This is an optimization exercise on Yosys and OpenROAD, whose aim is small area and a short achievable clock period, not a production implementation.
Only simulation tests tie the RTL to the original design; equivalence was not proved.
No activity file was given, so power comes from the tool's default toggle rates.

[flow/config.mk]
export PLATFORM = sky130hd
export DESIGN_NAME = bru_cluster
export DESIGN_NICKNAME = bru_cluster
export VERILOG_FILES = /design/flow/design.v
export SDC_FILE = /design/flow/constraint.sdc
export NUM_CORES = 4
export LEC_CHECK = 0
export ABC_AREA = 1
export CAP_MARGIN = 20
export CORE_AREA = 5 5 195 195
export DIE_AREA = 0 0 200 200
export SETUP_SLACK_MARGIN = 2.0
export SLEW_MARGIN = 20
export TNS_END_PERCENT = 10
[flow/constraint.sdc]
create_clock -name core_clock -period 5.0 [get_ports {clk}]
set_input_delay 1.0000 -clock core_clock [delete_from_list [all_inputs] [get_ports {clk}]]
set_output_delay 1.0000 -clock core_clock [all_outputs]
set_load 0.01 [all_outputs]
[flow/design.v]
package la_isa_pkg;
   localparam int xlen = 32;
   localparam int reg_idx_w = 5;
   localparam int bru_op_w = 4;
   typedef enum logic [bru_op_w-1:0] {
      op_eqz,
      op_nez,
      op_eq,
      op_ne,
      op_lt,
      op_ge,
      op_ltu,
      op_geu,
      op_jr,
      op_bl
   } bru_op_e;
endpackage
package bru_pipe_pkg;
   localparam int xlen      = 32;
   localparam int reg_idx_w = 5;
   localparam int bru_op_w  = 4;
   localparam int num_lanes = 4;
   localparam int lane_idx_w = $clog2(num_lanes);
   typedef struct packed {
      logic                 valid;
      logic [bru_op_w-1:0]  op;
      logic [xlen-1:0]      a;
      logic [xlen-1:0]      b;
      logic [xlen-1:0]      pc;
      logic [xlen-1:0]      offset;
      logic [reg_idx_w-1:0] rd;
   } bru_uop_t;
   typedef struct packed {
      logic                 valid;
      logic                 taken;
      logic [xlen-1:0]      target;
      logic [xlen-1:0]      link_pc;
      logic                 link_wen;
      logic [reg_idx_w-1:0] rd;
   } bru_res_t;
   typedef struct packed {
      logic                 wen;
      logic [reg_idx_w-1:0] rd;
      logic [xlen-1:0]      data;
   } link_wb_t;
   typedef struct packed {
      logic                  valid;
      logic [lane_idx_w-1:0] lane;
      logic [xlen-1:0]       pc;
   } redirect_t;
   localparam int uop_w      = 1 + bru_op_w + 4*xlen + reg_idx_w;
   localparam int res_w      = 1 + 1 + 2*xlen + 1 + reg_idx_w;
   localparam int link_wb_w  = 1 + reg_idx_w + xlen;
   localparam int redirect_w = 1 + lane_idx_w + xlen;
endpackage
module bru_issue_stage (
   input  logic                                                clk,
   input  logic                                                rst_n,
   input  logic [bru_pipe_pkg::num_lanes*bru_pipe_pkg::uop_w-1:0] issue,
   output logic                                                s_found,
   output logic                                                s_link,
   output logic                                                s_jr,
   output logic [bru_pipe_pkg::lane_idx_w-1:0]                 s_lane,
   output logic [bru_pipe_pkg::xlen-1:0]                       s_a,
   output logic [bru_pipe_pkg::xlen-3:0]                       s_pc,
   output logic [bru_pipe_pkg::xlen-1:0]                       s_offset,
   output logic [bru_pipe_pkg::reg_idx_w-1:0]                  s_rd
);
   localparam int num_lanes = bru_pipe_pkg::num_lanes;
   localparam int xlen      = bru_pipe_pkg::xlen;
   localparam int reg_idx_w = bru_pipe_pkg::reg_idx_w;
   logic [num_lanes-1:0] taken;
   logic [num_lanes-1:0] is_link;
   logic [num_lanes-1:0] is_jr;
   logic [num_lanes-1:0] first;
   logic [num_lanes-1:0][xlen-1:0]      u_a;
   logic [num_lanes-1:0][xlen-3:0]      u_pc;
   logic [num_lanes-1:0][xlen-1:0]      u_offset;
   logic [num_lanes-1:0][reg_idx_w-1:0] u_rd;
   for (genvar i = 0; i < num_lanes; i++) begin : g_lane
      bru_pipe_pkg::bru_uop_t uop;
      assign uop         = issue[i*bru_pipe_pkg::uop_w +: bru_pipe_pkg::uop_w];
      assign u_a[i]      = uop.a;
      assign u_pc[i]     = uop.pc[xlen-1:2];
      assign u_offset[i] = uop.offset;
      assign u_rd[i]     = uop.rd;
      branch_unit branch_unit_i (
         .uop     (uop),
         .taken   (taken[i]),
         .is_link (is_link[i]),
         .is_jr   (is_jr[i])
      );
   end
   assign first[0] = taken[0];
   assign first[1] = taken[1] & ~taken[0];
   assign first[2] = taken[2] & ~|taken[1:0];
   assign first[3] = taken[3] & ~|taken[2:0];
   logic                  found_d;
   logic                  link_d;
   logic                  jr_d;
   logic [1:0]            lane_d;
   logic [xlen-1:0]       a_d;
   logic [xlen-3:0]       pc_d;
   logic [xlen-1:0]       offset_d;
   logic [reg_idx_w-1:0]  rd_d;
   assign found_d = |taken;
   assign lane_d  = {first[2] | first[3], first[1] | first[3]};
   always_comb begin
      link_d   = 1'b0;
      jr_d     = 1'b0;
      a_d      = '0;
      pc_d     = '0;
      offset_d = '0;
      rd_d     = '0;
      for (int i = 0; i < num_lanes; i++) begin
         link_d   = link_d   | (first[i] & is_link[i]);
         jr_d     = jr_d     | (first[i] & is_jr[i]);
         a_d      = a_d      | ({xlen{first[i]}} & u_a[i]);
         pc_d     = pc_d     | ({(xlen-2){first[i]}} & u_pc[i]);
         offset_d = offset_d | ({xlen{first[i]}} & u_offset[i]);
         rd_d     = rd_d     | ({reg_idx_w{first[i]}} & u_rd[i]);
      end
   end
   always_ff @(posedge clk) begin
      s_found  <= rst_n & found_d;
      s_link   <= rst_n & link_d;
      s_jr     <= jr_d;
      s_lane   <= lane_d;
      s_a      <= a_d;
      s_pc     <= pc_d;
      s_offset <= offset_d;
      s_rd     <= rd_d;
   end
endmodule
module branch_unit (
   input  bru_pipe_pkg::bru_uop_t uop,
   output logic                   taken,
   output logic                   is_link,
   output logic                   is_jr
);
   localparam int xlen = bru_pipe_pkg::xlen;
   logic cond_eqz;
   logic cond_eq;
   logic cond_lt;
   logic sgn;
   logic base;
   logic [xlen-1:0] lt_l0;
   logic [xlen-1:0] eq_l0;
   logic [15:0]     lt_l1;
   logic [15:0]     eq_l1;
   logic [7:0]      lt_l2;
   logic [7:0]      eq_l2;
   logic [3:0]      lt_l3;
   logic [3:0]      eq_l3;
   logic [1:0]      lt_l4;
   logic [1:0]      eq_l4;
   assign cond_eqz = ~|uop.a;
   assign sgn   = ~uop.op[1];
   assign lt_l0 = {~(uop.a[xlen-1] ^ sgn) & (uop.b[xlen-1] ^ sgn), ~uop.a[xlen-2:0] & uop.b[xlen-2:0]};
   assign eq_l0 = ~(uop.a ^ uop.b);
   always_comb begin
      for (int j = 0; j < 16; j++) begin
         lt_l1[j] = lt_l0[2*j+1] | (eq_l0[2*j+1] & lt_l0[2*j]);
         eq_l1[j] = eq_l0[2*j+1] & eq_l0[2*j];
      end
      for (int j = 0; j < 8; j++) begin
         lt_l2[j] = lt_l1[2*j+1] | (eq_l1[2*j+1] & lt_l1[2*j]);
         eq_l2[j] = eq_l1[2*j+1] & eq_l1[2*j];
      end
      for (int j = 0; j < 4; j++) begin
         lt_l3[j] = lt_l2[2*j+1] | (eq_l2[2*j+1] & lt_l2[2*j]);
         eq_l3[j] = eq_l2[2*j+1] & eq_l2[2*j];
      end
      for (int j = 0; j < 2; j++) begin
         lt_l4[j] = lt_l3[2*j+1] | (eq_l3[2*j+1] & lt_l3[2*j]);
         eq_l4[j] = eq_l3[2*j+1] & eq_l3[2*j];
      end
   end
   assign cond_lt = lt_l4[1] | (eq_l4[1] & lt_l4[0]);
   assign cond_eq = eq_l4[1] & eq_l4[0];
   assign base    = uop.op[2] ? cond_lt : (uop.op[1] ? cond_eq : cond_eqz);
   assign taken   = uop.valid & (uop.op[3] | (uop.op[0] ^ base));
   assign is_link = uop.op[3:1] == 3'b100;
   assign is_jr   = uop.op == 4'b1000;
endmodule
module bru_redirect_select (
   input  logic                                                    clk,
   input  logic                                                    rst_n,
   input  logic                                                    s_found,
   input  logic                                                    s_link,
   input  logic                                                    s_jr,
   input  logic [bru_pipe_pkg::lane_idx_w-1:0]                     s_lane,
   input  logic [bru_pipe_pkg::xlen-1:0]                           s_a,
   input  logic [bru_pipe_pkg::xlen-3:0]                           s_pc,
   input  logic [bru_pipe_pkg::xlen-1:0]                           s_offset,
   input  logic [bru_pipe_pkg::reg_idx_w-1:0]                      s_rd,
   output logic [bru_pipe_pkg::redirect_w-1:0]                        redirect,
   output logic [bru_pipe_pkg::num_lanes*bru_pipe_pkg::link_wb_w-1:0] link_wb
);
   localparam int num_lanes = bru_pipe_pkg::num_lanes;
   localparam int xlen      = bru_pipe_pkg::xlen;
   localparam int link_wb_w = bru_pipe_pkg::link_wb_w;
   logic [xlen-1:0] base;
   logic [xlen-1:0] target;
   logic [xlen-3:0] link_pc;
   logic            red_en;
   logic            link_en;
   assign base    = s_jr ? s_a : {s_pc, 2'b00};
   assign target  = base + s_offset;
   logic [xlen-3:0] all_set;
   always_comb begin
      all_set = s_pc;
      for (int l = 0; l < 5; l++) begin
         for (int i = (2 << l) - 1; i < xlen-2; i += (2 << l)) begin
            all_set[i] = all_set[i] & all_set[i - (1 << l)];
         end
      end
      for (int l = 3; l >= 0; l--) begin
         for (int i = (3 << l) - 1; i < xlen-2; i += (2 << l)) begin
            all_set[i] = all_set[i] & all_set[i - (1 << l)];
         end
      end
   end
   assign link_pc = s_pc ^ {all_set[xlen-4:0], 1'b1};
   assign red_en  = rst_n & s_found;
   assign link_en = rst_n & s_link;
   always_ff @(posedge clk) begin
      redirect <= red_en ? {1'b1, s_lane, target} : '0;
      for (int i = 0; i < num_lanes; i++) begin
         link_wb[i*link_wb_w +: link_wb_w] <= (link_en && s_lane == i)
                                              ? {1'b1, s_rd, link_pc, 2'b00} : '0;
      end
   end
endmodule
module bru_cluster (
   input  logic                                                    clk,
   input  logic                                                    rst_n,
   input  logic [bru_pipe_pkg::num_lanes*bru_pipe_pkg::uop_w-1:0]     issue,
   output logic [bru_pipe_pkg::redirect_w-1:0]                        redirect,
   output logic [bru_pipe_pkg::num_lanes*bru_pipe_pkg::link_wb_w-1:0] link_wb
);
   logic                                   s_found;
   logic                                   s_link;
   logic                                   s_jr;
   logic [bru_pipe_pkg::lane_idx_w-1:0]    s_lane;
   logic [bru_pipe_pkg::xlen-1:0]          s_a;
   logic [bru_pipe_pkg::xlen-3:0]          s_pc;
   logic [bru_pipe_pkg::xlen-1:0]          s_offset;
   logic [bru_pipe_pkg::reg_idx_w-1:0]     s_rd;
   bru_issue_stage bru_issue_stage_i (
      .clk      (clk),
      .rst_n    (rst_n),
      .issue    (issue),
      .s_found  (s_found),
      .s_link   (s_link),
      .s_jr     (s_jr),
      .s_lane   (s_lane),
      .s_a      (s_a),
      .s_pc     (s_pc),
      .s_offset (s_offset),
      .s_rd     (s_rd)
   );
   bru_redirect_select bru_redirect_select_i (
      .clk      (clk),
      .rst_n    (rst_n),
      .s_found  (s_found),
      .s_link   (s_link),
      .s_jr     (s_jr),
      .s_lane   (s_lane),
      .s_a      (s_a),
      .s_pc     (s_pc),
      .s_offset (s_offset),
      .s_rd     (s_rd),
      .redirect (redirect),
      .link_wb  (link_wb)
   );
endmodule
[flow/flow/run.sh]
#!/bin/bash
# Standard layout, with the port buffers made from the smallest buffer cell
# instead of the resizer's default pick, and the pins one track apart so that
# they fit on a smaller die; every tool's output goes to a log here.
bash standard.sh 'BUFFER_PORTS_ARGS=-buffer_cell sky130_fd_sc_hd__buf_1' \
  'PLACE_PINS_ARGS=-min_distance 1 -min_distance_in_tracks' finish > standard_run.log 2>&1
[flow/standard.sh]
#!/bin/bash
# synth_recipe.tcl (not shown) runs the flow's synth.tcl, then flattens the netlist and writes it again
# the make line also repeats each setting of config.mk as NAME=value (left out here)
make -C /OpenROAD-flow-scripts/flow DESIGN_CONFIG=/design/flow/config.mk WORK_HOME=/design/flow/orfs CLKGATE_MAP_FILE= SYNTH_SCRIPT=/design/flow/synth_recipe.tcl "${@:-finish}"
==> results of run 1 <==
==> flip-flops by register name, summed over array words and instances, names as in the netlist <==
name,flops
bru_redirect_select_i.redirect,35
bru_issue_stage_i.s_link,1
bru_redirect_select_i.link_wb,144
bru_issue_stage_i.s_pc,30
bru_issue_stage_i.s_rd,5
bru_issue_stage_i.s_a,32
bru_issue_stage_i.s_offset,32
bru_issue_stage_i.s_found,1
bru_issue_stage_i.s_lane,2
bru_issue_stage_i.s_jr,1
==> cell type report <==
type	instances	area [sq um]	area share
diodes	15	37.5	0.00183
clock buffers	39	771	0.0376
clock inverters	10	113	0.00549
inverters	279	1070	0.0523
multi-input cells	1593	8970	0.437
flip-flops and latches	283	5680	0.277
well taps	461	577	0.0281
repair buffers	770	3290	0.160
repair inverters	1	8.76	0.000427
==> metal layers <==
metal | vias to the layer above | routed length (microns)
met5 | - | 212
met4 | 34 | 2720
met3 | 185 | 6700
met2 | 819 | 29100
met1 | 7719 | 25300
li1 | 8617 | -
==> cells by family (layout without fill, tap and decap cells) <==
kind of cell    after synthesis  count (layout)
compound gates              310             310
xor+xnor                     17              17
fa+ha+maj                   171             171
buf+inv                     346            1099
flops                       283             283
mux                          24              24
other cells                   1              23
simple gates               1062            1063
==> critical path, cell delays in order <==
cell	delay, ns
sky130_fd_sc_hd__buf_1	0.09
sky130_fd_sc_hd__inv_1	0.08
sky130_fd_sc_hd__ha_1	0.29
sky130_fd_sc_hd__inv_1	0.04
sky130_fd_sc_hd__nor2_1	0.15
sky130_fd_sc_hd__nand3_2	0.15
sky130_fd_sc_hd__a21oi_1	0.20
sky130_fd_sc_hd__nor2_2	0.08
sky130_fd_sc_hd__nand2_1	0.09
sky130_fd_sc_hd__nand2_1	0.05
sky130_fd_sc_hd__nand2_1	0.09
sky130_fd_sc_hd__nand3_4	0.11
sky130_fd_sc_hd__nand2_8	0.11
sky130_fd_sc_hd__nand2_4	0.09
sky130_fd_sc_hd__nor2_4	0.16
sky130_fd_sc_hd__nand2_4	0.09
sky130_fd_sc_hd__clkinv_8	0.10
sky130_fd_sc_hd__buf_12	0.11
sky130_fd_sc_hd__buf_16	0.17
sky130_fd_sc_hd__nand2_1	0.06
sky130_fd_sc_hd__nand3b_1	0.09
==> power breakdown <==
part / internal (mW) / total, mW / switching (mW)
clock: 1.17 / 2.01 / 0.834
combinational: 0.574 / 1.55 / 0.971
sequential: 2.41 / 2.49 / 0.0878
==> final timing paths <==
path                                                        start                                            end  slack [ns]  depth (start not counted)
worst min register to register  bru_issue_stage_i.s_rd[0]$_DFF_P_  bru_redirect_select_i.link_wb[146]$_SDFF_PN0_        0.48                          2
worst max-delay path                                   issue[131]              bru_issue_stage_i.s_a[23]$_DFF_P_        2.04                         21
worst max register to register  bru_issue_stage_i.s_pc[1]$_DFF_P_  bru_redirect_select_i.link_wb[143]$_SDFF_PN0_        2.15                         16
worst min-delay path            bru_issue_stage_i.s_rd[0]$_DFF_P_  bru_redirect_select_i.link_wb[146]$_SDFF_PN0_        0.48                          2
==> what timing repair did <==
| item | in CTS | in global routing |
|---|---|---|
| pin swaps | 6 | 29 |
| cloned | 4 | 3 |
| resized for setup | 29 | 68 |
| hold endpoints to repair | 0 | 0 |
| setup endpoints to repair | 113 | 139 |
| buffers inserted | 5 | 20 |
==> per-stage QoR <==
step / cell area (sq um) / util / hold WS (ns) / setup slack, ns
after global placement: 18900 / 0.530 / 0.471 / 0.879
after floorplan: 15800 / - / 0.438 / 2.02
after detailed placement: 18900 / 0.530 / 0.473 / 0.906
after global routing: 20500 / 0.576 / 0.505 / 1.84
final: 20500 / 0.577 / 0.481 / 2.04
after CTS: 20000 / 0.561 / 0.484 / 1.90
==> cell usage in the layout (no fill, tap or decap), types with 16 or more instances in the layout <==
master	Yosys	routed
sky130_fd_sc_hd__buf_1	7	716
sky130_fd_sc_hd__nand2_1	622	619
sky130_fd_sc_hd__dfxtp_1	283	280
sky130_fd_sc_hd__inv_1	269	265
sky130_fd_sc_hd__nor2_1	254	246
sky130_fd_sc_hd__a21oi_1	187	183
sky130_fd_sc_hd__ha_1	170	166
sky130_fd_sc_hd__nand3_1	69	63
sky130_fd_sc_hd__o21ai_0	50	45
sky130_fd_sc_hd__nand3b_1	35	35
sky130_fd_sc_hd__o22ai_1	32	32
sky130_fd_sc_hd__nand4_1	31	31
sky130_fd_sc_hd__clkbuf_16	0	30
sky130_fd_sc_hd__buf_4	11	29
sky130_fd_sc_hd__mux2_2	23	23
sky130_fd_sc_hd__o21a_1	18	18
sky130_fd_sc_hd__nor3_1	18	16
==> reports/summary.txt, run 1 <==
GLOBAL ROUTING
---------------------------------------------------------------------------------
Gr ovfl total                                                                   0
Met2 GRT Util                                                               0.485
Maximum number of pins on one net before global-route repair                   46
Global routing's busiest layer                                               met2
Global routing met3 resource utilization                                   0.0933
Vias in the first global route                                              16949
Aggregate global-route resource usage                                       0.292
Global-route wire length before repair                                    90.9 mm
GR Layer Usage met1                                                         0.356
Number of antenna violations at the first check in global routing              32

DIE
---------------------------------------------------------------------------------
Initial cell density of the core                                            0.443
Cell Rows                                                                      69
Die Ht                                                                200 microns
Number of top-level pins                                                      741
Std-Cell Core Area                                                    35600 sq um
Horiz. Die Dim                                                        200 microns
Die ar.                                                               40000 sq um

PWR
---------------------------------------------------------------------------------
PD cells                                                              295 nW/um^2
Pleak                                                                     9.70 nW
Design Power                                                              6.05 mW
Peak supply drop                                                           359 uV

CLOCK TREE
---------------------------------------------------------------------------------
Later-pin clock latency in the skew report                                0.54 ns
CTS tree                                                                      yes
Clock Tree Buf Depth                                                            3
CTS H-tree depth                                                                1
Number of buffers added by the clock tree synthesis step                       27
Clock sink count                                                              283
Clock root buffer                                                    sky130_fd_sc_hd__clkbuf_16
Worst-path clk slew                                                       0.06 ns
Hold_buf cts                                                                    0

TIMING
---------------------------------------------------------------------------------
Max-slew violation total from the final report                                  0
Final setup TNS                                                              0 ns
Upper clock frequency limit                                             0.338 GHz
Final number of hold-violating endpoints                                        0
Worst slew slack as a fraction of its limit                                 0.516
Post-route fraction of the period consumed by the critical path             0.591
Setup-violating endpoint count in the final report                              0
Pin slew with the least headroom to its limit                            0.724 ns
RSZ-0062 raised after global routing                                         true
Final critical delay including setup and external delays                  2.96 ns
Clock skew after layout                                                 0.0256 ns

YOSYS
---------------------------------------------------------------------------------
Avg Synthesized Cell Area                                              7.12 sq um
Gate Count Post-Synth                                                        2214
Sequential share of the synthesized area                                    0.359
Post-synthesis compound-gate area fraction                                  0.108
Simple logic cell fraction of the synthesized area                          0.281
Portion of synthesized cell area occupied by the leading cell type          0.359
Library cells used by synthesis                                                45
Synth Cell Area                                                       15800 sq um
Number of enable-type register cells in the synthesized netlist                 0
Warnings from Yosys                                                             3
Largest family of logic cells by synthesized area                    simple AND/OR/NAND/NOR gates
Share of cell area taken by muxes after synthesis                          0.0171
Area share of xor/xnor cells in the synthesized design                    0.00945
Largest area contributor in the netlist                              sky130_fd_sc_hd__dfxtp_1
Cell types with the highest counts after synthesis                   622 x sky130_fd_sc_hd__nand2_1, 283 x sky130_fd_sc_hd__dfxtp_1, 269 x sky130_fd_sc_hd__inv_1, 254 x sky130_fd_sc_hd__nor2_1, 187 x sky130_fd_sc_hd__a21oi_1
Most numerous cell in the Yosys netlist                              sky130_fd_sc_hd__nand2_1
Post-synth ARST share                                                           0
Most instantiated flip-flop cell in the synthesis netlist            sky130_fd_sc_hd__dfxtp_1
Fraction of the mapped netlist area in adder cells                          0.136
Area contributors post-synth                                         sky130_fd_sc_hd__dfxtp_1 36%, sky130_fd_sc_hd__nand2_1 15%, sky130_fd_sc_hd__ha_1 13%
Flip-flop and latch count after synthesis                                     283

CRITICAL PATH
---------------------------------------------------------------------------------
CP Class                                                             input port to flip-flop
Data arrival at the endpoint of the critical path                         3.43 ns
Critical path launch point type                                        input port
Setup crit end kind                                                     flip-flop
Required arrival time at the worst endpoint                               5.47 ns
Maximum fanout encountered on the critical timing path                         22

MIN PATH
---------------------------------------------------------------------------------
Classification of the worst-slack hold path                          flip-flop to flip-flop

JOB
---------------------------------------------------------------------------------
Number of maximum-capacitance constraint violations                             0

PLACED DESIGN
---------------------------------------------------------------------------------
Placer Congestion                                                           0.985
Post-DP HPWL                                                              53.1 mm
Input/output buffers                                                          724
Number of placed instances with taps included                                3355

ROUTING
---------------------------------------------------------------------------------
Iteration-0 DRC count of the detailed router                                  966
Number of detailed-routing iterations run before antenna repair                 5
Drt via density                                                              5.03
Via count                                                                   17374
Wirelength per Cell                                                  18.6 microns
Overall routed net length                                                 64.0 mm
Post-route DRC                                                                  0
Antenna-violating nets left                                                     0

LAYOUT
---------------------------------------------------------------------------------
Layout cells sized above 1                                                 0.0639
NumNets Final                                                                3680
Synth-to-Final Area Change                                                  30.2%
Final Non-Filler Cells                                                       3451
Filler Cells Inserted                                                        3561

OUTCOME
---------------------------------------------------------------------------------
Status                                                               finished clean

==> run 2, diff against run 1 <==
--- a/flow/config.mk
+++ b/flow/config.mk
@@ -9,6 +9,6 @@
 export CAP_MARGIN = 20
 export CORE_AREA = 5 5 195 195
 export DIE_AREA = 0 0 200 200
-export SETUP_SLACK_MARGIN = 2.0
+export SETUP_SLACK_MARGIN = 1.9
 export SLEW_MARGIN = 20
 export TNS_END_PERCENT = 10
==> reports/summary.txt, run 2 <==
GLOBAL ROUTING
---------------------------------------------------------------------------------
Gr ovfl total                                                                   0   unchanged
Number of antenna violations at the first check in global routing              24   was 32
Aggregate global-route resource usage                                       0.295   was 0.292
Vias in the first global route                                              17051   was 16949
Maximum number of pins on one net before global-route repair                   81   was 46
Global-route wire length before repair                                    91.8 mm   was 90.9 mm

TIMING
---------------------------------------------------------------------------------
Upper clock frequency limit                                             0.322 GHz   was 0.338 GHz
Worst slew slack as a fraction of its limit                                 0.529   was 0.516
RSZ-0062 raised after global routing                                         true   unchanged
Max-slew violation total from the final report                                  0   unchanged
Worst hold slack                                                         0.486 ns   was 0.481 ns
Final critical delay including setup and external delays                  3.10 ns   was 2.96 ns
Post-route fraction of the period consumed by the critical path             0.621   was 0.591
Clock skew after layout                                                0.00990 ns   was 0.0256 ns
Final setup TNS                                                              0 ns   unchanged
Pin slew with the least headroom to its limit                            0.704 ns   was 0.724 ns
Final number of hold-violating endpoints                                        0   unchanged
Setup-violating endpoint count in the final report                              0   unchanged

CRITICAL PATH
---------------------------------------------------------------------------------
Delay contributed by the slowest stage of the critical path               0.29 ns   about the same
Critical path launch point type                                        input port   unchanged
Data arrival at the endpoint of the critical path                         3.55 ns   was 3.43 ns
Required arrival time at the worst endpoint                               5.44 ns   was 5.47 ns
Cells along the critical path                                        buf_1 -> inv_1 -> ha_1 -> nand2_1 -> nor2_1 -> nand3_1 -> nor3_2 -> nand2_1 -> nand3_1 -> nand2_1 -> nand2_1 -> nand3_1 -> nand2_2 -> inv_2 -> nor2_4 -> nand2_8 -> clkinv_8 -> buf_16 -> nand2_1 -> nand2_1   was buf_1 -> inv_1 -> ha_1 -> inv_1 -> nor2_1 -> nand3_2 -> a21oi_1 -> nor2_2 -> nand2_1 -> nand2_1 -> nand2_1 -> nand3_4 -> nand2_8 -> nand2_4 -> nor2_4 -> nand2_4 -> clkinv_8 -> buf_12 -> buf_16 -> nand2_1 -> nand3b_1
Maximum fanout encountered on the critical timing path                         21   was 22
Setup crit end kind                                                     flip-flop   unchanged
Cell type group with the largest total delay on the critical path    simple AND/OR/NAND/NOR gates   unchanged
CP Class                                                             input port to flip-flop   unchanged
Worst path buffer plus inverter count                                           5   was 6
Standard cell with the maximum stage delay on the critical path      sky130_fd_sc_hd__ha_1   unchanged
CP most frequent cell                                                sky130_fd_sc_hd__nand2_1   unchanged

LAYOUT
---------------------------------------------------------------------------------
Leading cell types in the layout, fill and taps excluded             723 x sky130_fd_sc_hd__buf_1, 618 x sky130_fd_sc_hd__nand2_1, 280 x sky130_fd_sc_hd__dfxtp_1   was 716 x sky130_fd_sc_hd__buf_1, 619 x sky130_fd_sc_hd__nand2_1, 280 x sky130_fd_sc_hd__dfxtp_1
Max FFs per register                                                          144   unchanged
NumNets Final                                                                3663   was 3680
Register with the most flip-flops                                    bru_redirect_select_i.link_wb   unchanged
Synth-to-Final Area Change                                                  28.2%   was 30.2%
Most common cell after layout, fill and taps aside                   sky130_fd_sc_hd__buf_1   unchanged
Layout cells sized above 1                                                 0.0541   was 0.0639
Biggest registers after layout                                       bru_redirect_select_i.link_wb x144, bru_redirect_select_i.redirect x35   unchanged

CLOCK TREE
---------------------------------------------------------------------------------
CTS H-tree depth                                                                1   unchanged
Later-pin clock latency in the skew report                                0.53 ns   was 0.54 ns
Clock sink count                                                              283   unchanged
Worst-path clk slew                                                       0.07 ns   was 0.06 ns
Clock Tree Buf Depth                                                            3   unchanged
CTS tree                                                                      yes   unchanged
Hold_buf cts                                                                    0   unchanged
Clock root buffer                                                    sky130_fd_sc_hd__clkbuf_16   unchanged
Number of buffers added by the clock tree synthesis step                       26   was 27

YOSYS
---------------------------------------------------------------------------------
Post-synth ARST share                                                           0   unchanged
Largest area contributor in the netlist                              sky130_fd_sc_hd__dfxtp_1   unchanged
Most numerous cell in the Yosys netlist                              sky130_fd_sc_hd__nand2_1   unchanged
Synth Cell Area                                                       15800 sq um   unchanged
Portion of synthesized cell area occupied by the leading cell type          0.359   unchanged
Number of enable-type register cells in the synthesized netlist                 0   unchanged
Warnings from Yosys                                                             3   unchanged
Most instantiated flip-flop cell in the synthesis netlist            sky130_fd_sc_hd__dfxtp_1   unchanged
Gate Count Post-Synth                                                        2214   unchanged
Avg Synthesized Cell Area                                              7.12 sq um   unchanged
Area contributors post-synth                                         sky130_fd_sc_hd__dfxtp_1 36%, sky130_fd_sc_hd__nand2_1 15%, sky130_fd_sc_hd__ha_1 13%   unchanged
Library cells used by synthesis                                                45   unchanged
Cell types with the highest counts after synthesis                   622 x sky130_fd_sc_hd__nand2_1, 283 x sky130_fd_sc_hd__dfxtp_1, 269 x sky130_fd_sc_hd__inv_1, 254 x sky130_fd_sc_hd__nor2_1, 187 x sky130_fd_sc_hd__a21oi_1   unchanged
Sequential share of the synthesized area                                    0.359   unchanged
Flip-flop and latch count after synthesis                                     283   unchanged

ROUTING
---------------------------------------------------------------------------------
Antenna-violating nets left                                                     0   unchanged
Overall routed net length                                                 63.7 mm   was 64.0 mm
Drt via density                                                              5.05   was 5.03
Post-route DRC                                                                  0   unchanged
Number of detailed-routing iterations run before antenna repair                 5   unchanged
Iteration-0 DRC count of the detailed router                                  830   was 966
Via count                                                                   17318   was 17374
Wirelength per Cell                                                  18.6 microns   about the same

JOB
---------------------------------------------------------------------------------
Number of maximum-capacitance constraint violations                             0   unchanged

OUTCOME
---------------------------------------------------------------------------------
Status                                                               finished clean   unchanged

DIE
---------------------------------------------------------------------------------
Initial cell density of the core                                            0.443   unchanged
Number of top-level pins                                                      741   unchanged
Horiz. Die Dim                                                        200 microns   unchanged
Cell Rows                                                                      69   unchanged
Die ar.                                                               40000 sq um   unchanged
Std-Cell Core Area                                                    35600 sq um   unchanged
Die Ht                                                                200 microns   unchanged

PWR
---------------------------------------------------------------------------------
Peak supply drop                                                           388 uV   was 359 uV
PD cells                                                              296 nW/um^2   was 295 nW/um^2
Design Power                                                              5.98 mW   was 6.05 mW
Pleak                                                                     9.54 nW   was 9.70 nW

PLACED DESIGN
---------------------------------------------------------------------------------
Input/output buffers                                                          724   unchanged
Post-DP HPWL                                                              52.8 mm   was 53.1 mm
Placer Congestion                                                            1.01   was 0.985

MIN PATH
---------------------------------------------------------------------------------
Classification of the worst-slack hold path                          flip-flop to flip-flop   unchanged

-- run 2: cell types whose count changed in the layout (fill, tap and decap cells not counted), moves of 4 or more --
cell / change
sky130_fd_sc_hd__buf_2: -4
sky130_fd_sc_hd__clkbuf_1: -4
sky130_fd_sc_hd__inv_2: -4
sky130_fd_sc_hd__buf_1: +7
sky130_fd_sc_hd__buf_4: -10
sky130_fd_sc_hd__inv_1: +4
sky130_fd_sc_hd__diode_2: -5
-- run 2: path summary, 6_finish.rpt --
check	from	end	cells past startpoint	slack, ns
worst max-delay path	issue[384]	bru_issue_stage_i.s_rd[4]$_DFF_P_	20	1.90
worst min-delay path	bru_issue_stage_i.s_rd[1]$_DFF_P_	bru_redirect_select_i.link_wb[147]$_SDFF_PN0_	2	0.49
worst max register to register	bru_issue_stage_i.s_pc[1]$_DFF_P_	bru_redirect_select_i.link_wb[106]$_SDFF_PN0_	16	2.06
worst min register to register	bru_issue_stage_i.s_rd[1]$_DFF_P_	bru_redirect_select_i.link_wb[147]$_SDFF_PN0_	2	0.49
-- run 2: cells by family after synthesis --
family	Yosys count	synth area share
multiplexers	24	0.0171
buffers and inverters	346	0.0892
other	1	0.000238
flip-flops	283	0.359
AO/OA/AOI/OAI	310	0.108
XOR/XNOR	17	0.00945
adder cells (fa/ha/maj)	171	0.136
AND/OR/NAND/NOR	1062	0.281
-- run 2: per-stage QoR --
step                      instances  setup slack (ns)  cell area, sq um  utilization
after CTS                      3408              1.79             19900        0.560
after floorplan                2221              1.92             15800            -
after detailed placement       3353             0.704             18900        0.531
final                          3429              1.90             20200        0.568
after global routing           3424              1.77             20200        0.568
after global placement         3353             0.726             18900        0.531
-- run 2: area by class of cell --
type | count | area, sq um
Sequential cell | 283 | 5670
Fill cell | 3578 | 15400
Timing Repair Buffer | 753 | 3060
Timing Repair inverter | 2 | 17.5
Tap cell | 461 | 577
Clock inverter | 10 | 87.6
Clock buffer | 38 | 797
Inverter | 279 | 1060
Antenna cell | 10 | 25.0
Multi-Input combinational cell | 1593 | 8900
-- run 2: what timing repair did --
action | CTS | global route
gates resized for setup | 12 | 46
gates cloned | 4 | 1
setup buffers | 3 | 10
endpoints found under the hold margin | 0 | 0
setup endpoints to repair | 113 | 138
pin swaps | 2 | 19
-- run 2: tightest hold or removal path: cells and delay by family (launching register included) --
kind	cells	cell delay [ns]
and+or+nand+nor	1	0.05
DFF	1	0.30
buffers and inverters	1	0.09
-- run 2: power by group --
| group | switching (mW) | internal, mW |
|---|---|---|
| Sequential | 0.0881 | 2.40 |
| Combinational | 0.954 | 0.544 |
| Clock | 0.829 | 1.16 |
-- run 2: per-layer routing --
layer  track usage  wire length (microns)  vias to the layer above
li1              -                      -                     8574
met1         0.362                  25200                     7741
met2         0.486                  28500                      802
met3        0.0952                   7240                      171
met4         0.106                   2590                       30
met5             0                    199                        -
==> run 3, diff against run 2 <==
--- a/flow/config.mk
+++ b/flow/config.mk
@@ -9,6 +9,5 @@
 export CAP_MARGIN = 20
 export CORE_AREA = 5 5 195 195
 export DIE_AREA = 0 0 200 200
-export SETUP_SLACK_MARGIN = 1.9
+export SETUP_SLACK_MARGIN = 2.2
 export SLEW_MARGIN = 20
-export TNS_END_PERCENT = 10
==> reports/summary.txt, run 3 <==
TIMING
---------------------------------------------------------------------------------
Final critical delay including setup and external delays                  2.91 ns   was 3.10 ns
Post-route fraction of the period consumed by the critical path             0.582   was 0.621
Max-slew violation total from the final report                                  0   unchanged
Minimum setup slack in the final design                                   2.09 ns   was 1.90 ns
Clock skew after layout                                                 0.0171 ns   was 0.00990 ns
Final number of hold-violating endpoints                                        0   unchanged
Final setup TNS                                                              0 ns   unchanged
Setup-violating endpoint count in the final report                              0   unchanged
Pin slew with the least headroom to its limit                            0.720 ns   was 0.704 ns
Upper clock frequency limit                                             0.344 GHz   was 0.322 GHz
RSZ-0062 raised after global routing                                         true   unchanged
Worst slew slack as a fraction of its limit                                 0.519   was 0.529

GLOBAL ROUTING
---------------------------------------------------------------------------------
Aggregate global-route resource usage                                       0.309   was 0.295
Gr ovfl total                                                                   0   unchanged
Number of antenna violations at the first check in global routing              31   was 24
Global-route wire length before repair                                    95.5 mm   was 91.8 mm
Vias in the first global route                                              17339   was 17051
Maximum number of pins on one net before global-route repair                   70   was 81

LAYOUT
---------------------------------------------------------------------------------
Register with the most flip-flops                                    bru_redirect_select_i.link_wb   unchanged
Biggest registers after layout                                       bru_redirect_select_i.link_wb x144, bru_redirect_select_i.redirect x35   unchanged
Layout cells sized above 1                                                  0.201   was 0.0541
Most common cell after layout, fill and taps aside                   sky130_fd_sc_hd__buf_1   unchanged
NumNets Final                                                                3733   was 3663
Leading cell types in the layout, fill and taps excluded             680 x sky130_fd_sc_hd__buf_1, 483 x sky130_fd_sc_hd__nand2_1, 278 x sky130_fd_sc_hd__dfxtp_1   was 723 x sky130_fd_sc_hd__buf_1, 618 x sky130_fd_sc_hd__nand2_1, 280 x sky130_fd_sc_hd__dfxtp_1
Max FFs per register                                                          144   unchanged
Synth-to-Final Area Change                                                  46.7%   was 28.2%
Post-route core utilization                                                 0.650   was 0.568

YOSYS
---------------------------------------------------------------------------------
Most instantiated flip-flop cell in the synthesis netlist            sky130_fd_sc_hd__dfxtp_1   unchanged
Number of enable-type register cells in the synthesized netlist                 0   unchanged
Gate Count Post-Synth                                                        2214   unchanged
Synth Cell Area                                                       15800 sq um   unchanged
Area contributors post-synth                                         sky130_fd_sc_hd__dfxtp_1 36%, sky130_fd_sc_hd__nand2_1 15%, sky130_fd_sc_hd__ha_1 13%   unchanged
Largest area contributor in the netlist                              sky130_fd_sc_hd__dfxtp_1   unchanged
Post-synth ARST share                                                           0   unchanged
Portion of synthesized cell area occupied by the leading cell type          0.359   unchanged
Most numerous cell in the Yosys netlist                              sky130_fd_sc_hd__nand2_1   unchanged
Sequential share of the synthesized area                                    0.359   unchanged
Flip-flop and latch count after synthesis                                     283   unchanged
Avg Synthesized Cell Area                                              7.12 sq um   unchanged
Warnings from Yosys                                                             3   unchanged
Cell types with the highest counts after synthesis                   622 x sky130_fd_sc_hd__nand2_1, 283 x sky130_fd_sc_hd__dfxtp_1, 269 x sky130_fd_sc_hd__inv_1, 254 x sky130_fd_sc_hd__nor2_1, 187 x sky130_fd_sc_hd__a21oi_1   unchanged
Library cells used by synthesis                                                45   unchanged

ROUTING
---------------------------------------------------------------------------------
Wirelength per Cell                                                  20.6 microns   was 18.6 microns
Overall routed net length                                                 72.1 mm   was 63.7 mm
Drt via density                                                              5.22   was 5.05
Via count                                                                   18289   was 17318
Antenna-violating nets left                                                     0   unchanged
Iteration-0 DRC count of the detailed router                                 1003   was 830
Post-route DRC                                                                  0   unchanged
Number of detailed-routing iterations run before antenna repair                 5   unchanged

PLACED DESIGN
---------------------------------------------------------------------------------
Post-DP HPWL                                                              52.3 mm   was 52.8 mm
Input/output buffers                                                          724   unchanged
Placer Congestion                                                           0.977   was 1.01
Place WS                                                                 0.665 ns   was 0.704 ns

CLOCK TREE
---------------------------------------------------------------------------------
Hold_buf cts                                                                    0   unchanged
Number of buffers added by the clock tree synthesis step                       27   was 26
Worst-path clk slew                                                       0.06 ns   was 0.07 ns
Later-pin clock latency in the skew report                                0.54 ns   was 0.53 ns
CTS H-tree depth                                                                1   unchanged
Clock Tree Buf Depth                                                            3   unchanged
Clock root buffer                                                    sky130_fd_sc_hd__clkbuf_16   unchanged
CTS tree                                                                      yes   unchanged
Clock sink count                                                              283   unchanged

DIE
---------------------------------------------------------------------------------
Initial cell density of the core                                            0.443   unchanged
Die Ht                                                                200 microns   unchanged
Number of top-level pins                                                      741   unchanged
Die ar.                                                               40000 sq um   unchanged
Std-Cell Core Area                                                    35600 sq um   unchanged
Horiz. Die Dim                                                        200 microns   unchanged
Cell Rows                                                                      69   unchanged

PWR
---------------------------------------------------------------------------------
Peak supply drop                                                           345 uV   was 388 uV
Pleak                                                                     10.7 nW   was 9.54 nW
PD cells                                                              281 nW/um^2   was 296 nW/um^2

CRITICAL PATH
---------------------------------------------------------------------------------
Setup crit end kind                                                     flip-flop   unchanged
Worst R2R Path Depth                                                           12   was 16
Maximum fanout encountered on the critical timing path                          8   was 21
Reg2reg setup slack                                                       2.18 ns   was 2.06 ns
Required arrival time at the worst endpoint                               5.42 ns   was 5.44 ns
CP Class                                                             input port to flip-flop   unchanged
Data arrival at the endpoint of the critical path                         3.33 ns   was 3.55 ns
Critical path launch point type                                        input port   unchanged

MIN PATH
---------------------------------------------------------------------------------
Classification of the worst-slack hold path                          flip-flop to flip-flop   unchanged
Cell depth of the worst min-delay path                                          2   unchanged

JOB
---------------------------------------------------------------------------------
Number of maximum-capacitance constraint violations                             0   unchanged

OUTCOME
---------------------------------------------------------------------------------
Status                                                               finished clean   unchanged

[run 3: cell count changes in the layout (fill, tap and decap cells not counted), moves of 40 or more]
cell                      previous run  this run
sky130_fd_sc_hd__nand2_1           618       483
sky130_fd_sc_hd__a21oi_2             3        65
sky130_fd_sc_hd__ha_4                1        41
sky130_fd_sc_hd__nand2_4             2        55
sky130_fd_sc_hd__ha_1              168       125
sky130_fd_sc_hd__buf_1             723       680
sky130_fd_sc_hd__inv_1             269       217
sky130_fd_sc_hd__a21oi_1           184       120
sky130_fd_sc_hd__nand2_2            15        97
[run 3: logic make-up after synthesis]
group / count (synthesis) / synth area share
muxes: 24 / 0.0171
xor gates and xnor gates: 17 / 0.00945
AOI/OAI and AO/OA: 310 / 0.108
buffers and inverters: 346 / 0.0892
adders and majority gates: 171 / 0.136
other: 1 / 0.000238
and+or+nand+nor: 1062 / 0.281
DFF: 283 / 0.359
[run 3: per-stage QoR]
stage | cells | instance area, sq um | hold slack [ns] | total power, mW
2_1_floorplan | 2221 | 16200 | 0.438 | 3.43
3_3_place_gp | 3351 | 19300 | 0.473 | 3.97
3_5_place_dp | 3351 | 19300 | 0.477 | 3.99
4_1_cts | 3456 | 21400 | 0.487 | 6.23
5_1_grt | 3497 | 23100 | 0.511 | 6.80
6_report | 3505 | 23100 | 0.489 | 6.51
[run 3: cell type report]
type                       count  area, sq um
antenna                       16         40.0
clock buffer                  37          753
clock inverter                12          166
fill                        3270        12500
inverter                     279         1140
multi-input combinational   1593        10500
sequential                   283         5680
tap                          461          577
timing repair buffer         810         3970
timing repair inverter        14          280
[run 3: worst paths after layout]
check | from | end
worst max register to register | bru_issue_stage_i.s_jr$_DFF_P_ | bru_redirect_select_i.redirect[31]$_SDFF_PN0_
worst min-delay path | bru_issue_stage_i.s_rd[3]$_DFF_P_ | bru_redirect_select_i.link_wb[111]$_SDFF_PN0_
worst min register to register | bru_issue_stage_i.s_rd[3]$_DFF_P_ | bru_redirect_select_i.link_wb[111]$_SDFF_PN0_
worst max-delay path | issue[264] | bru_issue_stage_i.s_pc[27]$_DFF_P_
[run 3: repair_timing]
item | 4_1_cts | 5_1_grt
endpoints found under the setup margin | 153 | 163
resized for setup | 146 | 356
gates cloned | 13 | 16
pin swaps | 52 | 106
buffers inserted | 43 | 17
endpoints found under the hold margin | 0 | 0
[run 3: metal layers]
layer | vias up | GRT usage | share of wire
met3 | 230 | 0.0965 | 0.11
met1 | 8352 | 0.370 | 0.37
met5 | - | 0 | 0.0033
met2 | 936 | 0.525 | 0.47
li1 | 8733 | - | -
met4 | 38 | 0.114 | 0.046
[run 3: power by group]
group / leakage [nW] / total [mW] / internal (mW) / switching (mW)
clock: 0.453 / 2.11 / 1.26 / 0.851
combinational: 7.91 / 1.90 / 0.730 / 1.17
sequential: 2.32 / 2.50 / 2.41 / 0.0955
[run 3: worst max-delay path, cell delays in order]
cell	delay [ns]
sky130_fd_sc_hd__clkbuf_2	0.09
sky130_fd_sc_hd__inv_2	0.05
sky130_fd_sc_hd__ha_4	0.27
sky130_fd_sc_hd__nand2_4	0.05
sky130_fd_sc_hd__nor2_4	0.14
sky130_fd_sc_hd__nand4_1	0.20
sky130_fd_sc_hd__nor2_2	0.19
sky130_fd_sc_hd__nand2_1	0.08
sky130_fd_sc_hd__nand2_1	0.07
sky130_fd_sc_hd__nand2_1	0.05
sky130_fd_sc_hd__nand2_1	0.07
sky130_fd_sc_hd__nand3_2	0.09
sky130_fd_sc_hd__nand2_4	0.12
sky130_fd_sc_hd__nor2_4	0.05
sky130_fd_sc_hd__buf_12	0.13
sky130_fd_sc_hd__buf_12	0.15
sky130_fd_sc_hd__clkbuf_16	0.20
sky130_fd_sc_hd__nand2_2	0.06
sky130_fd_sc_hd__nand2_1	0.06
sky130_fd_sc_hd__a21oi_2	0.10
sky130_fd_sc_hd__nand2_1	0.08
==> run 4, diff against run 3 <==
--- a/flow/config.mk
+++ b/flow/config.mk
@@ -7,7 +7,8 @@
 export LEC_CHECK = 0
 export ABC_AREA = 1
 export CAP_MARGIN = 20
-export CORE_AREA = 5 5 195 195
-export DIE_AREA = 0 0 200 200
-export SETUP_SLACK_MARGIN = 2.2
+export CORE_AREA = 5 5 210 210
+export DIE_AREA = 0 0 215 215
+export SETUP_SLACK_MARGIN = 2.0
 export SLEW_MARGIN = 20
+export TNS_END_PERCENT = 10
==> reports/summary.txt, run 4 <==
OUTCOME
---------------------------------------------------------------------------------
Status                                                               finished clean   unchanged

CLOCK TREE
---------------------------------------------------------------------------------
Later-pin clock latency in the skew report                                0.55 ns   was 0.54 ns
Clock root buffer                                                    sky130_fd_sc_hd__clkbuf_16   unchanged
Worst-path clk slew                                                       0.06 ns   about the same
Clock sink count                                                              283   unchanged
Hold_buf cts                                                                    0   unchanged
Clock Tree Buf Depth                                                            3   unchanged
CTS H-tree depth                                                                1   unchanged
CTS tree                                                                      yes   unchanged
Number of buffers added by the clock tree synthesis step                       28   was 27

MIN PATH
---------------------------------------------------------------------------------
Cell depth of the worst min-delay path                                          1   was 2
Classification of the worst-slack hold path                          flip-flop to flip-flop   unchanged
Worst Hold Path EP                                                   bru_redirect_select_i.link_wb[113]$_DFF_P_   was bru_redirect_select_i.link_wb[111]$_SDFF_PN0_
Min-Delay Startpoint                                                 bru_issue_stage_i.s_lane[0]$_DFF_P_   was bru_issue_stage_i.s_rd[3]$_DFF_P_

TIMING
---------------------------------------------------------------------------------
Clock skew after layout                                                0.00789 ns   was 0.0171 ns
Worst hold slack                                                         0.482 ns   was 0.489 ns
Final number of hold-violating endpoints                                        0   unchanged
Worst slew slack as a fraction of its limit                                 0.543   was 0.519
Max-slew violation total from the final report                                  0   unchanged
Pin slew with the least headroom to its limit                            0.684 ns   was 0.720 ns
RSZ-0062 raised after global routing                                         true   unchanged
Upper clock frequency limit                                             0.339 GHz   was 0.344 GHz
Post-route fraction of the period consumed by the critical path             0.589   was 0.582
Minimum setup slack in the final design                                   2.05 ns   was 2.09 ns
Final setup TNS                                                              0 ns   unchanged
Final critical delay including setup and external delays                  2.95 ns   was 2.91 ns
Setup-violating endpoint count in the final report                              0   unchanged

GLOBAL ROUTING
---------------------------------------------------------------------------------
Maximum number of pins on one net before global-route repair                   70   unchanged
Number of antenna violations at the first check in global routing              18   was 31
Vias in the first global route                                              17323   was 17339
Global-route wire length before repair                                    96.8 mm   was 95.5 mm
Gr ovfl total                                                                   0   unchanged
Aggregate global-route resource usage                                       0.266   was 0.309

YOSYS
---------------------------------------------------------------------------------
Area contributors post-synth                                         sky130_fd_sc_hd__dfxtp_1 36%, sky130_fd_sc_hd__nand2_1 15%, sky130_fd_sc_hd__ha_1 13%   unchanged
Flip-flop and latch count after synthesis                                     283   unchanged
Share of cell area taken by muxes after synthesis                          0.0171   unchanged
Simple logic cell fraction of the synthesized area                          0.281   unchanged
Synth Cell Area                                                       15800 sq um   unchanged
Most numerous cell in the Yosys netlist                              sky130_fd_sc_hd__nand2_1   unchanged
Post-synth ARST share                                                           0   unchanged
Area share of xor/xnor cells in the synthesized design                    0.00945   unchanged
Cell types with the highest counts after synthesis                   622 x sky130_fd_sc_hd__nand2_1, 283 x sky130_fd_sc_hd__dfxtp_1, 269 x sky130_fd_sc_hd__inv_1, 254 x sky130_fd_sc_hd__nor2_1, 187 x sky130_fd_sc_hd__a21oi_1   unchanged
Post-synthesis compound-gate area fraction                                  0.108   unchanged
Largest area contributor in the netlist                              sky130_fd_sc_hd__dfxtp_1   unchanged
Warnings from Yosys                                                             3   unchanged
Largest family of logic cells by synthesized area                    simple AND/OR/NAND/NOR gates   unchanged
Gate Count Post-Synth                                                        2214   unchanged
Library cells used by synthesis                                                45   unchanged
Number of enable-type register cells in the synthesized netlist                 0   unchanged
Fraction of the mapped netlist area in adder cells                          0.136   unchanged
Sequential share of the synthesized area                                    0.359   unchanged
Avg Synthesized Cell Area                                              7.12 sq um   unchanged
Portion of synthesized cell area occupied by the leading cell type          0.359   unchanged
Most instantiated flip-flop cell in the synthesis netlist            sky130_fd_sc_hd__dfxtp_1   unchanged

JOB
---------------------------------------------------------------------------------
Number of maximum-capacitance constraint violations                             0   unchanged

CRITICAL PATH
---------------------------------------------------------------------------------
Worst R2R Path Depth                                                           13   was 12
Critical R2R Launch                                                  bru_issue_stage_i.s_jr$_DFF_P_   unchanged
Maximum fanout encountered on the critical timing path                         11   was 8
Endpoint of the worst-slack reg-to-reg timing path                   bru_redirect_select_i.redirect[23]$_SDFF_PN0_   was bru_redirect_select_i.redirect[31]$_SDFF_PN0_
Required arrival time at the worst endpoint                               5.48 ns   was 5.42 ns
Data arrival at the endpoint of the critical path                         3.43 ns   was 3.33 ns
Setup crit end kind                                                     flip-flop   unchanged
Critical path launch point type                                         flip-flop   was input port
Reg2reg setup slack                                                       2.05 ns   was 2.18 ns
CP Class                                                             flip-flop to flip-flop   was input port to flip-flop

ROUTING
---------------------------------------------------------------------------------
Number of detailed-routing iterations run before antenna repair                 5   unchanged
Via count                                                                   17666   was 18289
Overall routed net length                                                 67.1 mm   was 72.1 mm
Post-route DRC                                                                  0   unchanged
Drt via density                                                              4.97   was 5.22
Wirelength per Cell                                                  18.9 microns   was 20.6 microns
Antenna-violating nets left                                                     0   unchanged
Iteration-0 DRC count of the detailed router                                 1171   was 1003

LAYOUT
---------------------------------------------------------------------------------
Synth-to-Final Area Change                                                  34.0%   was 46.7%
Leading cell types in the layout, fill and taps excluded             697 x sky130_fd_sc_hd__buf_1, 609 x sky130_fd_sc_hd__nand2_1, 280 x sky130_fd_sc_hd__dfxtp_1   was 680 x sky130_fd_sc_hd__buf_1, 483 x sky130_fd_sc_hd__nand2_1, 278 x sky130_fd_sc_hd__dfxtp_1
NumNets Final                                                                3697   was 3733
Most common cell after layout, fill and taps aside                   sky130_fd_sc_hd__buf_1   unchanged
Biggest registers after layout                                       bru_redirect_select_i.link_wb x144, bru_redirect_select_i.redirect x35   unchanged
Layout cells sized above 1                                                 0.0852   was 0.201
Max FFs per register                                                          144   unchanged
Register with the most flip-flops                                    bru_redirect_select_i.link_wb   unchanged
Filler Cells Inserted                                                        4310   was 3270
Post-route core utilization                                                 0.506   was 0.650

DIE
---------------------------------------------------------------------------------
Die Ht                                                                215 microns   was 200 microns
Cell Rows                                                                      75   was 69
Initial cell density of the core                                            0.377   was 0.443
Die ar.                                                               46200 sq um   was 40000 sq um
Horiz. Die Dim                                                        215 microns   was 200 microns
Std-Cell Core Area                                                    41800 sq um   was 35600 sq um
Number of top-level pins                                                      741   unchanged

PLACED DESIGN
---------------------------------------------------------------------------------
Place WS                                                                 0.770 ns   was 0.665 ns
Input/output buffers                                                          724   unchanged
Post-DP HPWL                                                              54.6 mm   was 52.3 mm
Placer Congestion                                                           0.996   was 0.977

PWR
---------------------------------------------------------------------------------
Power Internal                                                            4.45 mW   was 4.39 mW
Peak supply drop                                                           252 uV   was 345 uV
Sequential share of power                                                   0.389   was 0.384
Logic gate share of total power                                             0.243   was 0.292
Switching part of the total power                                           0.308   was 0.325
Pleak                                                                     9.94 nW   was 10.7 nW
PD cells                                                              304 nW/um^2   was 281 nW/um^2
Switching power                                                           1.98 mW   was 2.11 mW
Clock network fraction of design power                                      0.368   was 0.324

## run 4: logic make-up (layout without fill, tap and decap cells)
logic type,count (synthesis),in the layout
DFF,283,283
adders and majority gates,171,171
buffers and inverters,346,1117
xor gates and xnor gates,17,17
AOI/OAI and AO/OA,310,310
and+or+nand+nor,1062,1063
other,1,28
muxes,24,24
## run 4: per-layer routing
metal	GRT usage	part of all wire	vias up
met1	0.318	0.41	7980
met5	0	0.00064	-
met3	0.0559	0.072	208
li1	-	-	8647
met2	0.444	0.46	825
met4	0.153	0.064	6
## run 4: how the worst max path moves through the flow
stage | start | endpoint | slack (ns) | cells past startpoint
CTS | issue[128] | bru_issue_stage_i.s_offset[13]$_DFF_P_ | 1.98 | 21
global placement | issue[128] | bru_issue_stage_i.s_rd[4]$_DFF_P_ | 0.79 | 20
floorplan | bru_issue_stage_i.s_jr$_DFF_P_ | bru_redirect_select_i.redirect[24]$_SDFF_PN0_ | 2.02 | 17
global route | bru_issue_stage_i.s_jr$_DFF_P_ | bru_redirect_select_i.redirect[23]$_SDFF_PN0_ | 1.87 | 13
detailed placement | issue[128] | bru_issue_stage_i.s_rd[4]$_DFF_P_ | 0.77 | 20
finish | bru_issue_stage_i.s_jr$_DFF_P_ | bru_redirect_select_i.redirect[23]$_SDFF_PN0_ | 2.05 | 13
## run 4: layout make-up
cell class,count,area (sq um),share of cell area
Tap cell,539,674,0.0319
Antenna cell,20,50.0,0.00237
Clock buffer,36,772,0.0366
Timing Repair Buffer,787,3550,0.168
Clock inverter,15,272,0.0129
Multi-Input combinational cell,1593,9060,0.429
Sequential cell,283,5670,0.269
Inverter,279,1060,0.0502
## run 4: power by group through the flow
stage	clock network (mW)	registers (mW)	logic, mW
after global placement	0	2.55	1.40
final	2.36	2.50	1.56
after global routing	2.49	2.51	1.74
after detailed placement	0	2.55	1.42
after CTS	2.41	2.50	1.47
after floorplan	0	2.52	0.887
## run 4: stage by stage
stage | total power [mW] | instances | cell area [sq um]
final | 6.42 | 3552 | 21100
after global placement | 3.95 | 3432 | 19000
after floorplan | 3.40 | 2221 | 15800
after global routing | 6.75 | 3545 | 21100
after CTS | 6.38 | 3514 | 20500
after detailed placement | 3.97 | 3432 | 19000
## run 4: what timing repair did
item                                    CTS  global route
endpoints found under the hold margin     0             0
pin swaps                                12            37
endpoints found under the setup margin  130           151
resized for setup                        43            99
gates cloned                              3             6
buffers inserted                         28            12
## run 4: worst max-delay path, cell delays in order (launching register included)
cell and delay [ns]:
sky130_fd_sc_hd__dfxtp_4 0.46, sky130_fd_sc_hd__mux2_2 0.36, sky130_fd_sc_hd__ha_1 0.35, sky130_fd_sc_hd__a21oi_1 0.25, sky130_fd_sc_hd__o21ai_0 0.11, sky130_fd_sc_hd__a21oi_1 0.12, sky130_fd_sc_hd__inv_1 0.09, sky130_fd_sc_hd__nand2_1 0.06
sky130_fd_sc_hd__nand2_1 0.12, sky130_fd_sc_hd__a21boi_0 0.26, sky130_fd_sc_hd__o21ai_0 0.22, sky130_fd_sc_hd__a21oi_1 0.24, sky130_fd_sc_hd__o21ai_0 0.10, sky130_fd_sc_hd__a21oi_1 0.15
==> run 5, diff against run 4 <==
==> flow/flow/run.sh (replaced) <==
#!/bin/bash
# Standard layout, with the port buffers made from the smallest buffer cell
# instead of the resizer's default pick, the pins one track apart so that
# they fit on a smaller die, and no gate cloning in timing repair; every
# tool's output goes to a log here.
bash standard.sh 'BUFFER_PORTS_ARGS=-buffer_cell sky130_fd_sc_hd__buf_1' \
  'PLACE_PINS_ARGS=-min_distance 1 -min_distance_in_tracks' \
  SKIP_GATE_CLONING=1 finish > standard_run.log 2>&1
--- a/flow/config.mk
+++ b/flow/config.mk
@@ -7,8 +7,8 @@
 export LEC_CHECK = 0
 export ABC_AREA = 1
 export CAP_MARGIN = 20
-export CORE_AREA = 5 5 210 210
-export DIE_AREA = 0 0 215 215
+export CORE_AREA = 5 5 195 195
+export DIE_AREA = 0 0 200 200
 export SETUP_SLACK_MARGIN = 2.0
 export SLEW_MARGIN = 20
 export TNS_END_PERCENT = 10
==> reports/summary.txt, run 5 <==
OUTCOME
---------------------------------------------------------------------------------
Status                                                               finished clean   unchanged

LAYOUT
---------------------------------------------------------------------------------
Leading cell types in the layout, fill and taps excluded             708 x sky130_fd_sc_hd__buf_1, 617 x sky130_fd_sc_hd__nand2_1, 280 x sky130_fd_sc_hd__dfxtp_1   was 697 x sky130_fd_sc_hd__buf_1, 609 x sky130_fd_sc_hd__nand2_1, 280 x sky130_fd_sc_hd__dfxtp_1
Post-route standard cell area excluding fillers                       20500 sq um   was 21100 sq um
Final Non-Filler Cells                                                       3457   was 3552
NumNets Final                                                                3686   was 3697
Register with the most flip-flops                                    bru_redirect_select_i.link_wb   unchanged
Layout cells sized above 1                                                 0.0731   was 0.0852
Max FFs per register                                                          144   unchanged
Most common cell after layout, fill and taps aside                   sky130_fd_sc_hd__buf_1   unchanged
Biggest registers after layout                                       bru_redirect_select_i.link_wb x144, bru_redirect_select_i.redirect x35   unchanged
Synth-to-Final Area Change                                                  30.3%   was 34.0%
Filler Cells Inserted                                                        3571   was 4310

YOSYS
---------------------------------------------------------------------------------
Fraction of the mapped netlist area in adder cells                          0.136   unchanged
Number of enable-type register cells in the synthesized netlist                 0   unchanged
Most numerous cell in the Yosys netlist                              sky130_fd_sc_hd__nand2_1   unchanged
Share of cell area taken by muxes after synthesis                          0.0171   unchanged
Post-synth ARST share                                                           0   unchanged
Area share of xor/xnor cells in the synthesized design                    0.00945   unchanged
Sequential share of the synthesized area                                    0.359   unchanged
Most instantiated flip-flop cell in the synthesis netlist            sky130_fd_sc_hd__dfxtp_1   unchanged
Cell types with the highest counts after synthesis                   622 x sky130_fd_sc_hd__nand2_1, 283 x sky130_fd_sc_hd__dfxtp_1, 269 x sky130_fd_sc_hd__inv_1, 254 x sky130_fd_sc_hd__nor2_1, 187 x sky130_fd_sc_hd__a21oi_1   unchanged
Simple logic cell fraction of the synthesized area                          0.281   unchanged
Largest area contributor in the netlist                              sky130_fd_sc_hd__dfxtp_1   unchanged
Largest family of logic cells by synthesized area                    simple AND/OR/NAND/NOR gates   unchanged
Synth Cell Area                                                       15800 sq um   unchanged
Portion of synthesized cell area occupied by the leading cell type          0.359   unchanged
Warnings from Yosys                                                             3   unchanged
Gate Count Post-Synth                                                        2214   unchanged
Flip-flop and latch count after synthesis                                     283   unchanged
Post-synthesis compound-gate area fraction                                  0.108   unchanged
Area contributors post-synth                                         sky130_fd_sc_hd__dfxtp_1 36%, sky130_fd_sc_hd__nand2_1 15%, sky130_fd_sc_hd__ha_1 13%   unchanged
Avg Synthesized Cell Area                                              7.12 sq um   unchanged
Library cells used by synthesis                                                45   unchanged

GLOBAL ROUTING
---------------------------------------------------------------------------------
Vias in the first global route                                              17045   was 17323
Number of antenna violations at the first check in global routing              34   was 18
Maximum number of pins on one net before global-route repair                   46   was 70
Global-route wire length before repair                                    91.3 mm   was 96.8 mm
Aggregate global-route resource usage                                       0.293   was 0.266
Gr ovfl total                                                                   0   unchanged

DIE
---------------------------------------------------------------------------------
Horiz. Die Dim                                                        200 microns   was 215 microns
Std-Cell Core Area                                                    35600 sq um   was 41800 sq um
Die Ht                                                                200 microns   was 215 microns
Cell Rows                                                                      69   was 75
Initial cell density of the core                                            0.443   was 0.377
Number of top-level pins                                                      741   unchanged
Die ar.                                                               40000 sq um   was 46200 sq um

PWR
---------------------------------------------------------------------------------
Pleak                                                                     9.69 nW   was 9.94 nW
PD cells                                                              293 nW/um^2   was 304 nW/um^2
Peak supply drop                                                           359 uV   was 252 uV
Logic gate share of total power                                             0.253   was 0.243
Switching part of the total power                                           0.312   was 0.308
Clock network fraction of design power                                      0.333   was 0.368
Power Internal                                                            4.14 mW   was 4.45 mW
Switching power                                                           1.88 mW   was 1.98 mW
Design Power                                                              6.02 mW   was 6.42 mW
Sequential share of power                                                   0.414   was 0.389

CRITICAL PATH
---------------------------------------------------------------------------------
Required arrival time at the worst endpoint                               5.48 ns   about the same
Critical Path Start                                                    issue[263]   was bru_issue_stage_i.s_jr$_DFF_P_
Worst R2R Path Depth                                                           19   was 13
Reg2reg setup slack                                                       2.09 ns   was 2.05 ns
Maximum fanout encountered on the critical timing path                          6   was 11
CP Class                                                             input port to flip-flop   was flip-flop to flip-flop
Setup crit end kind                                                     flip-flop   unchanged
Endpoint of the worst-slack reg-to-reg timing path                   bru_redirect_select_i.link_wb[92]$_SDFF_PN0_   was bru_redirect_select_i.redirect[23]$_SDFF_PN0_
Critical path launch point type                                        input port   was flip-flop
Critical R2R Launch                                                  bru_issue_stage_i.s_pc[1]$_DFF_P_   was bru_issue_stage_i.s_jr$_DFF_P_
Data arrival at the endpoint of the critical path                         3.55 ns   was 3.43 ns

CLOCK TREE
---------------------------------------------------------------------------------
Clock sink count                                                              283   unchanged
Hold_buf cts                                                                    0   unchanged
Clock root buffer                                                    sky130_fd_sc_hd__clkbuf_16   unchanged
Later-pin clock latency in the skew report                                0.54 ns   was 0.55 ns
CTS tree                                                                      yes   unchanged
CTS H-tree depth                                                                1   unchanged
Number of buffers added by the clock tree synthesis step                       27   was 28
Clock Tree Buf Depth                                                            3   unchanged
Worst-path clk slew                                                       0.06 ns   about the same

TIMING
---------------------------------------------------------------------------------
Setup-violating endpoint count in the final report                              0   unchanged
Final setup TNS                                                              0 ns   unchanged
Upper clock frequency limit                                             0.326 GHz   was 0.339 GHz
Max-slew violation total from the final report                                  0   unchanged
Clock skew after layout                                                 0.0227 ns   was 0.00789 ns
Final critical delay including setup and external delays                  3.07 ns   was 2.95 ns
Post-route fraction of the period consumed by the critical path             0.614   was 0.589
RSZ-0062 raised after global routing                                         true   unchanged
Pin slew with the least headroom to its limit                            0.704 ns   was 0.684 ns
Minimum setup slack in the final design                                   1.93 ns   was 2.05 ns
Worst slew slack as a fraction of its limit                                 0.529   was 0.543
Final number of hold-violating endpoints                                        0   unchanged

MIN PATH
---------------------------------------------------------------------------------
Min-Delay Startpoint                                                 bru_issue_stage_i.s_rd[0]$_DFF_P_   was bru_issue_stage_i.s_lane[0]$_DFF_P_
Cell depth of the worst min-delay path                                          2   was 1
Classification of the worst-slack hold path                          flip-flop to flip-flop   unchanged
Worst Hold Path EP                                                   bru_redirect_select_i.link_wb[146]$_SDFF_PN0_   was bru_redirect_select_i.link_wb[113]$_DFF_P_

PLACED DESIGN
---------------------------------------------------------------------------------
Number of placed instances with taps included                                3355   was 3432
Placer Congestion                                                           0.985   was 0.996
Input/output buffers                                                          724   unchanged
Place WS                                                                 0.906 ns   was 0.770 ns
Placed inst area                                                      18900 sq um   was 19000 sq um
Post-DP HPWL                                                              53.1 mm   was 54.6 mm

ROUTING
---------------------------------------------------------------------------------
Overall routed net length                                                 63.6 mm   was 67.1 mm
Iteration-0 DRC count of the detailed router                                  872   was 1171
Wirelength per Cell                                                  18.4 microns   was 18.9 microns
Antenna-violating nets left                                                     0   unchanged
Drt via density                                                              5.01   was 4.97
Number of detailed-routing iterations run before antenna repair                 5   unchanged
Via count                                                                   17335   was 17666
Post-route DRC                                                                  0   unchanged

JOB
---------------------------------------------------------------------------------
Number of maximum-capacitance constraint violations                             0   unchanged

==> run 5: cells by family (layout without fill, tap and decap cells) <==
logic type | count (synthesis) | in the layout
simple gates | 1062 | 1062
buf+inv | 346 | 1106
compound gates | 310 | 310
flops | 283 | 283
fa+ha+maj | 171 | 171
mux | 24 | 24
xor+xnor | 17 | 17
other cells | 1 | 23
==> run 5: per-layer routing <==
metal | global-route usage | part of all wire | vias up
met5 | 0 | 0.0037 | -
met4 | 0.0991 | 0.039 | 38
met3 | 0.0968 | 0.11 | 176
met2 | 0.493 | 0.46 | 801
met1 | 0.355 | 0.39 | 7687
li1 | - | - | 8633
==> run 5: stage by stage <==
stage / hold slack (ns) / utilization
6_report: 0.482 / 0.577
5_1_grt: 0.505 / 0.577
4_1_cts: 0.484 / 0.566
3_5_place_dp: 0.473 / 0.530
3_3_place_gp: 0.471 / 0.530
2_1_floorplan: 0.438 / -
==> run 5: worst max path at each step <==
stage	slack [ns]	cells past startpoint	end
floorplan	2.02	17	bru_redirect_select_i.redirect[24]$_SDFF_PN0_
global placement	0.88	19	bru_issue_stage_i.s_a[7]$_DFF_P_
detailed placement	0.91	20	bru_issue_stage_i.s_a[7]$_DFF_P_
CTS	1.94	22	bru_issue_stage_i.s_offset[23]$_DFF_P_
global route	1.83	23	bru_issue_stage_i.s_pc[22]$_DFF_P_
finish	1.93	23	bru_issue_stage_i.s_offset[23]$_DFF_P_
==> run 5: power groups by stage <==
stage | registers [mW] | logic, mW | clock network (mW)
6_report | 2.49 | 1.52 | 2.01
3_5_place_dp | 2.54 | 1.42 | 0
4_1_cts | 2.49 | 1.46 | 2.03
5_1_grt | 2.50 | 1.70 | 2.15
3_3_place_gp | 2.54 | 1.40 | 0
2_1_floorplan | 2.52 | 0.887 | 0
==> run 5: timing repair <==
item / CTS / global route
pin swaps: 13 / 27
cloned: 0 / 0
setup endpoints to repair: 113 / 154
setup buffers: 27 / 11
resized for setup: 39 / 76
==> run 5: final cells by class <==
class,count,area (sq um),area share
Timing Repair Buffer,778,3300,0.161
Clock buffer,39,771,0.0375
Clock inverter,10,113,0.00548
Antenna cell,15,37.5,0.00183
Inverter,279,1060,0.0517
Multi-Input combinational cell,1592,9000,0.438
Sequential cell,283,5680,0.276
Tap cell,461,577,0.0281
==> run 5: worst max-delay path, stage by stage <==
cell and delay [ns]:
sky130_fd_sc_hd__clkbuf_2 0.11, sky130_fd_sc_hd__inv_1 0.07, sky130_fd_sc_hd__ha_1 0.27, sky130_fd_sc_hd__nand2_1 0.05, sky130_fd_sc_hd__nor2_2 0.12, sky130_fd_sc_hd__nand4_1 0.24
sky130_fd_sc_hd__nor2_2 0.19, sky130_fd_sc_hd__nand2_1 0.09, sky130_fd_sc_hd__nand3_2 0.08, sky130_fd_sc_hd__nand2_1 0.05, sky130_fd_sc_hd__nand2_1 0.07, sky130_fd_sc_hd__nand3_2 0.07
sky130_fd_sc_hd__nand2_2 0.14, sky130_fd_sc_hd__nand2_8 0.08, sky130_fd_sc_hd__nor2_4 0.16, sky130_fd_sc_hd__nand2_4 0.10, sky130_fd_sc_hd__clkinv_8 0.07, sky130_fd_sc_hd__buf_16 0.11
sky130_fd_sc_hd__buf_16 0.10, sky130_fd_sc_hd__buf_12 0.12, sky130_fd_sc_hd__buf_8 0.14, sky130_fd_sc_hd__nand2_1 0.06, sky130_fd_sc_hd__nand2_1 0.06

-- separate check: timing with driven ports --
Ports are ideal in the flow. The routed layouts listed here were re-timed in OpenROAD.
Step 1 assumes that a clkbuf_16 drives the clock port and a buf_2 every other input.
Step 2 moves the port delays by t, midway between the first and last clock arrival at a register: inputs arrive t later, outputs are due t later. That takes back most of the time a late clock gives input paths.
Slacks: ideal / step 1 / step 2; pairs: ideal / step 1.
run | shift t [ns] | setup WS [ns] | hold slack, ns
run 1 | 0.574 | 2.043 / 2.052 / 1.478 | 0.481 / 0.481 / 0.481
run 2 | 0.569 | 1.897 / 1.919 / 1.350 | 0.486 / 0.486 / 0.486
run 3 | 0.579 | 2.091 / 2.102 / 1.523 | 0.489 / 0.489 / 0.489
run 4 | 0.595 | 2.053 / 2.053 / 1.489 | 0.482 / 0.482 / 0.482
run 5 | 0.576 | 1.928 / 1.951 / 1.375 | 0.482 / 0.482 / 0.482
After both steps setup and hold are still met in every run listed. The setup slack of run 3, which loses most, moves by +0.011 ns with the drivers and by -0.568 ns with both steps.
